From an optimization exercise on the open Yosys and OpenROAD flow, aimed at small area, a short achievable clock period and few clock cycles per item; shortcuts taken in it are not production practice.
RTL that was checked went through simulation tests only; none was proved equivalent to the original.

Setup of the previous run:
==> flow/design.v <==
package pkt_match_pkg;
  typedef logic [3-1:0]              len_t;
  typedef logic [4-1:0]         word_off_t;
  typedef logic [$clog2(8)-1:0] byte_off_t;
  typedef logic [4-1:0]              buf_id_t;
  typedef logic [8*8-1:0]       data_t;
  typedef logic [4*8-1:0]       type_val_t;
  typedef struct packed {
    logic  sop;
    logic  eop;
    len_t  length;
    data_t data;
  } pkt_word_t;
  typedef struct packed {
    pkt_word_t word;
    logic      hit;
    buf_id_t   buffer;
  } tagged_word_t;
  typedef struct packed {
    logic      valid;
    word_off_t word_off;
    data_t     value;
    buf_id_t   buffer;
  } sym_entry_t;
  typedef enum logic {
    IDLE      = 1'b0,
    IN_PACKET = 1'b1
  } match_state_t;
endpackage
module word_matcher
(
  input  logic                                        clk_net,
  input  logic                                        rst,
  input  logic                                        accept,
  input  logic                                        a_load,
  input  logic                                        in_sop,
  input  logic                                        in_eop,
  input  logic [3-1:0]                        in_length,
  input  logic [8*8-1:0]                 in_data,
  input  logic [4-1:0]                   type_word,
  input  logic [$clog2(8)-1:0]           type_off,
  input  logic [4*8-1:0]                 type_value,
  input  logic [4-1:0]                  sym_valid,
  input  logic [4*4-1:0]   sym_word,
  input  logic [4*8*8-1:0] sym_value,
  input  logic [4*4-1:0]        sym_buffer,
  output logic                                        av,
  output logic                                        amv,
  output logic                                        bv,
  input  logic                                        bmv,
  input  logic                                        b_free,
  output logic                                        bload,
  output logic [2+3+8*8+1+4-1:0] tword
);
  localparam int OFF_W = 4;
  localparam int DW    = 8*8;
  localparam int NS    = 4;
  localparam int BW    = 4;
  logic                     sop_r, eop_r;
  logic [3-1:0]     len_r;
  logic [DW-1:0]            data_r;
  logic [OFF_W-1:0]         type_word_r;
  logic [4:0]               toh_r;
  logic [31:0]              type_value_r;
  logic [NS-1:0]            sym_valid_r;
  logic [NS*OFF_W-1:0]      sym_word_r;
  logic [NS*DW-1:0]         sym_value_r;
  logic [NS*BW-1:0]         sym_buffer_r;
  logic                     a_inpkt_r;
  logic [OFF_W-1:0]         a_noff_r;
  logic                     pw_r;
  logic                     ten_r;
  logic [NS-1:0]            sen_r;
  logic                     tseen_r, sseen_r;
  logic [BW-1:0]            buf_r;
  assign amv = av & (~pw_r | ~bv | bmv);
  always_ff @(posedge clk_net) begin
    if (rst) begin
      av <= 1'b0;
    end else if (accept) begin
      av <= 1'b1;
    end else if (amv) begin
      av <= 1'b0;
    end
  end
  always_ff @(posedge clk_net) begin
    if (a_load) begin
      sop_r  <= in_sop;
      eop_r  <= in_eop;
      len_r  <= in_length;
      data_r <= in_data;
    end
    if (accept && in_sop) begin
      type_word_r  <= type_word;
      for (int i = 0; i < 5; i++) toh_r[i] <= (type_off == 3'(i));
      type_value_r <= type_value;
      sym_valid_r  <= sym_valid;
      sym_word_r   <= sym_word;
      sym_value_r  <= sym_value;
      sym_buffer_r <= sym_buffer;
    end
  end
  logic             a_pw;
  logic [OFF_W-1:0] a_off;
  logic             a_len7;
  logic [OFF_W-1:0] a_tw;
  logic [4:0]       a_toh;
  logic             a_lenok;
  logic [NS-1:0]    a_sen;
  assign a_pw   = in_sop | a_inpkt_r;
  assign a_off  = in_sop ? '0 : a_noff_r;
  assign a_len7 = (in_length == 3'd7);
  always_comb begin
    for (int i = 0; i < 5; i++) a_toh[i] = in_sop ? (type_off == 3'(i)) : toh_r[i];
    a_tw = in_sop ? type_word : type_word_r;
    a_lenok = (a_toh[0] & (in_length[2] | (in_length[1] & in_length[0]))) |
              (a_toh[1] & in_length[2]) |
              (a_toh[2] & in_length[2] & (in_length[1] | in_length[0])) |
              (a_toh[3] & in_length[2] & in_length[1]) |
              (a_toh[4] & (&in_length));
    for (int k = 0; k < NS; k++) begin
      a_sen[k] = a_len7 & (in_sop ? (sym_valid[k] && sym_word[k*OFF_W +: OFF_W] == '0)
                                  : (sym_valid_r[k] && sym_word_r[k*OFF_W +: OFF_W] == a_off));
    end
  end
  always_ff @(posedge clk_net) begin
    if (rst) begin
      a_inpkt_r <= 1'b0;
    end else if (accept && a_pw) begin
      a_inpkt_r <= ~in_eop;
    end
  end
  always_ff @(posedge clk_net) begin
    if (a_load) begin
      pw_r  <= a_pw;
      ten_r <= (a_tw == a_off) & a_lenok;
      sen_r <= a_sen;
    end
    if (accept && a_pw) begin
      a_noff_r <= (a_off == '1) ? a_off : a_off + 1'b1;
    end
  end
  logic [31:0]      tsel;
  logic [1:0]       type_eq;
  always_comb begin
    tsel = '0;
    for (int i = 0; i < 5; i++) begin
      tsel = tsel | ({32{toh_r[i]}} & data_r[8*i +: 32]);
    end
    for (int h = 0; h < 2; h++) begin
      type_eq[h] = (tsel[16*h +: 16] == type_value_r[16*h +: 16]);
    end
  end
  localparam int NC = DW / 32;
  logic [NS*NC-1:0] sym_eq;
  always_comb begin
    for (int k = 0; k < NS; k++) begin
      for (int c = 0; c < NC; c++) begin
        sym_eq[k*NC + c] = (data_r[32*c +: 32] == sym_value_r[k*DW + 32*c +: 32]);
      end
    end
  end
  logic                     b_sop, b_eop;
  logic [3-1:0]     b_len;
  logic [DW-1:0]            b_data;
  logic                     b_ten;
  logic [1:0]               b_teq;
  logic [NS-1:0]            b_sen;
  logic [NS*NC-1:0]         b_eq;
  logic                     b_th;
  logic [NS-1:0]            b_hits;
  logic [NS*BW-1:0]         b_sbuf;
  logic                     b_sh;
  logic [BW-1:0]            b_buf;
  logic                     tacc, sacc, verdict;
  logic [BW-1:0]            bacc;
  assign bload = amv & pw_r;
  always_ff @(posedge clk_net) begin
    if (rst) begin
      bv <= 1'b0;
    end else if (bload) begin
      bv <= 1'b1;
    end else if (bmv) begin
      bv <= 1'b0;
    end
  end
  always_ff @(posedge clk_net) begin
    if (b_free) begin
      b_sop  <= sop_r;
      b_eop  <= eop_r;
      b_len  <= len_r;
      b_data <= data_r;
      b_ten  <= ten_r;
      b_teq  <= type_eq;
      b_sen  <= sen_r;
      b_eq   <= sym_eq;
      b_sbuf <= sym_buffer_r;
    end
  end
  always_comb begin
    b_th = b_ten & (&b_teq);
    for (int k = 0; k < NS; k++) b_hits[k] = b_sen[k] & (&b_eq[k*NC +: NC]);
  end
  always_comb begin
    b_sh  = 1'b0;
    b_buf = '0;
    for (int k = 0; k < NS; k++) begin
      if (b_hits[k]) begin
        b_sh  = 1'b1;
        b_buf = b_sbuf[k*BW +: BW];
      end
    end
  end
  assign tacc    = (~b_sop & tseen_r) | b_th;
  assign sacc    = (~b_sop & sseen_r) | b_sh;
  assign bacc    = b_sh ? b_buf : buf_r;
  assign verdict = b_eop & tacc & sacc;
  assign tword = {b_sop, b_eop, b_len, b_data, verdict, verdict ? bacc : {BW{1'b0}}};
  always_ff @(posedge clk_net) begin
    if (bmv) begin
      tseen_r <= tacc;
      sseen_r <= sacc;
      buf_r   <= bacc;
    end
  end
endmodule
module egress_stage
#(
  parameter int W = 2 + 3 + 8*8 + 1 + 4
)
(
  input  logic         clk_net,
  input  logic         rst,
  input  logic         out_rdy,
  output logic         out_vld,
  output logic [W-1:0] out_word,
  output logic         room,
  output logic         sk_vld,
  input  logic         push,
  input  logic [W-1:0] push_word
);
  logic [W-1:0] sk_word;
  logic         out_en;
  assign room   = ~sk_vld | out_rdy;
  assign out_en = ~out_vld | out_rdy;
  always_ff @(posedge clk_net) begin
    if (rst) begin
      out_vld <= 1'b0;
      sk_vld  <= 1'b0;
    end else begin
      if (out_en) begin
        out_vld <= sk_vld | push;
      end
      if (sk_vld) begin
        if (out_rdy) sk_vld <= push;
      end else begin
        sk_vld <= push & out_vld & ~out_rdy;
      end
    end
  end
  logic [W-1:0] out_next;
  assign out_next = ({W{out_en & sk_vld}} & sk_word) |
                    ({W{out_en & ~sk_vld}} & push_word) |
                    ({W{~out_en}} & out_word);
  always_ff @(posedge clk_net) begin
    out_word <= out_next;
    if (room) begin
      sk_word <= push_word;
    end
  end
endmodule
module pkt_match_top
(
  input  logic                                        clk_net,
  input  logic                                        rst,
  input  logic                                        in_vld,
  output logic                                        in_rdy,
  input  logic                                        in_sop,
  input  logic                                        in_eop,
  input  logic [3-1:0]                        in_length,
  input  logic [8*8-1:0]                 in_data,
  input  logic [4-1:0]                   type_word,
  input  logic [$clog2(8)-1:0]           type_off,
  input  logic [4*8-1:0]                 type_value,
  input  logic [4-1:0]                  sym_valid,
  input  logic [4*4-1:0]   sym_word,
  input  logic [4*8*8-1:0] sym_value,
  input  logic [4*4-1:0]        sym_buffer,
  input  logic                                        out_rdy,
  output logic                                        out_vld,
  output logic                                        out_sop,
  output logic                                        out_eop,
  output logic [3-1:0]                        out_length,
  output logic [8*8-1:0]                 out_data,
  output logic                                        out_hit,
  output logic [4-1:0]                        out_buffer
);
  localparam int W = 2 + 3 + 8*8 + 1 + 4;
  logic         rdy_r;
  logic         accept;
  logic         av, amv, bv, bmv, bload, room, sk_vld;
  logic [W-1:0] tword, out_word;
  logic         av_next, bv_next, sk_next, ov_next;
  logic         rdy_port_r;
  assign in_rdy = rdy_port_r;
  assign accept = in_vld & rdy_r;
  assign bmv    = bv & room;
  word_matcher u_matcher (
    .clk_net    (clk_net),
    .rst        (rst),
    .accept     (accept),
    .a_load     (rdy_r),
    .in_sop     (in_sop),
    .in_eop     (in_eop),
    .in_length  (in_length),
    .in_data    (in_data),
    .type_word  (type_word),
    .type_off   (type_off),
    .type_value (type_value),
    .sym_valid  (sym_valid),
    .sym_word   (sym_word),
    .sym_value  (sym_value),
    .sym_buffer (sym_buffer),
    .av         (av),
    .amv        (amv),
    .bv         (bv),
    .bmv        (bmv),
    .b_free     (~bv | room),
    .bload      (bload),
    .tword      (tword)
  );
  egress_stage #(.W(W)) u_egress (
    .clk_net   (clk_net),
    .rst       (rst),
    .out_rdy   (out_rdy),
    .out_vld   (out_vld),
    .out_word  (out_word),
    .room      (room),
    .sk_vld    (sk_vld),
    .push      (bmv),
    .push_word (tword)
  );
  assign av_next = accept | (av & ~amv);
  assign bv_next = bload | (bv & ~bmv);
  assign ov_next = (~out_vld | out_rdy) ? (sk_vld | bmv) : 1'b1;
  assign sk_next = sk_vld ? (~out_rdy | bmv) : (bmv & out_vld & ~out_rdy);
  always_ff @(posedge clk_net) begin
    if (rst) begin
      rdy_r      <= 1'b1;
      rdy_port_r <= 1'b1;
    end else begin
      rdy_r      <= ~(av_next & bv_next & sk_next);
      rdy_port_r <= ~(av_next & bv_next & sk_next & ov_next);
    end
  end
  assign {out_sop, out_eop, out_length, out_data, out_hit, out_buffer} = out_word;
endmodule
clock: 4.5 ns
lec_check: 0
cap_margin: 20
core_margin: 2
core_utilization: 60
cts_cluster_diameter: 100
cts_cluster_size: 25
setup_slack_margin: 2.5
slew_margin: 20
standard.sh (not shown) runs the stock make flow with config.mk's settings and CLKGATE_MAP_FILE= SYNTH_SCRIPT=/design/flow/synth_recipe.tcl, a recipe that flattens the netlist after the stock synthesis.
==> flow/flow/run.sh <==
#!/bin/bash
cp standard.sh standard_sh.txt
cp synth_recipe.tcl synth_recipe_tcl.txt
export BUFFER_PORTS_ARGS="-buffer_cell sky130_fd_sc_hd__buf_1"
bash standard.sh > standard.log 2>&1
> inputs changed (the previous run -> the current run)
-- flow/design.v --
<<< the previous run, line 142
  end
  logic [31:0]      tsel;
  logic [1:0]       type_eq;
  always_comb begin
    tsel = '0;
>>> the current run, line 142
  end
  logic [31:0]      tsel;
  logic [3:0]       type_eq;
  always_comb begin
    tsel = '0;
<<< the previous run, line 148
      tsel = tsel | ({32{toh_r[i]}} & data_r[8*i +: 32]);
    end
    for (int h = 0; h < 2; h++) begin
      type_eq[h] = (tsel[16*h +: 16] == type_value_r[16*h +: 16]);
    end
  end
>>> the current run, line 148
      tsel = tsel | ({32{toh_r[i]}} & data_r[8*i +: 32]);
    end
    for (int h = 0; h < 4; h++) begin
      type_eq[h] = (tsel[8*h +: 8] == type_value_r[8*h +: 8]);
    end
  end
<<< the previous run, line 165
  logic [DW-1:0]            b_data;
  logic                     b_ten;
  logic [1:0]               b_teq;
  logic [NS-1:0]            b_sen;
  logic [NS*NC-1:0]         b_eq;
>>> the current run, line 165
  logic [DW-1:0]            b_data;
  logic                     b_ten;
  logic [3:0]               b_teq;
  logic [NS-1:0]            b_sen;
  logic [NS*NC-1:0]         b_eq;
Results
Re detailed-placement wirelength estimate: the previous run was higher than the current run. Number of CTS-inserted buffers came out exactly the same in the previous run and the current run. Sequential cell count: the current run vs the previous run — no meaningful difference. Clock tree buffer count of the final layout in the current run vs the previous run: up 1. In the tables for the previous run and the current run, worst endpoint required time reads lower with the previous run. Comparing the previous run and the current run, the lower non-clock buffer count is on the current run.
Testbench counts of the current run, summed over its fixed seeds: cycles 17,426, words 13,509.
The RTL of the previous run was laid out without a check of its function.

==> separate check: timing with driven ports <==
Ports are ideal in the flow. The routed layouts listed here were re-timed in OpenROAD.
Step 1: set_driving_cell puts a clkbuf_16 on clk_net and a buf_2 on each other input, an assumption about the parent block.
Step 2 moves the port delays by t, midway between the first and last clock arrival at a register: inputs arrive t later, outputs are due t later. That takes back most of the time a late clock gives input paths.
Slacks: no drivers / after step 1 / after step 2; pairs: no drivers / after step 1.
| run | shift t [ns] | setup slack, ns | hold WS [ns] | worst setup path at the end |
|---|---|---|---|---|
| the previous run | 0.677 | 2.432 / 2.428 / 1.805 | 0.424 / 0.391 / 0.427 | input to register |
| the current run | 0.668 | 2.478 / 2.444 / 1.931 | 0.426 / 0.402 / 0.426 | input to register |
After both steps setup and hold are still met in every run listed. The setup slack of the previous run, which loses most, moves by -0.004 ns with the drivers and by -0.627 ns with both steps.
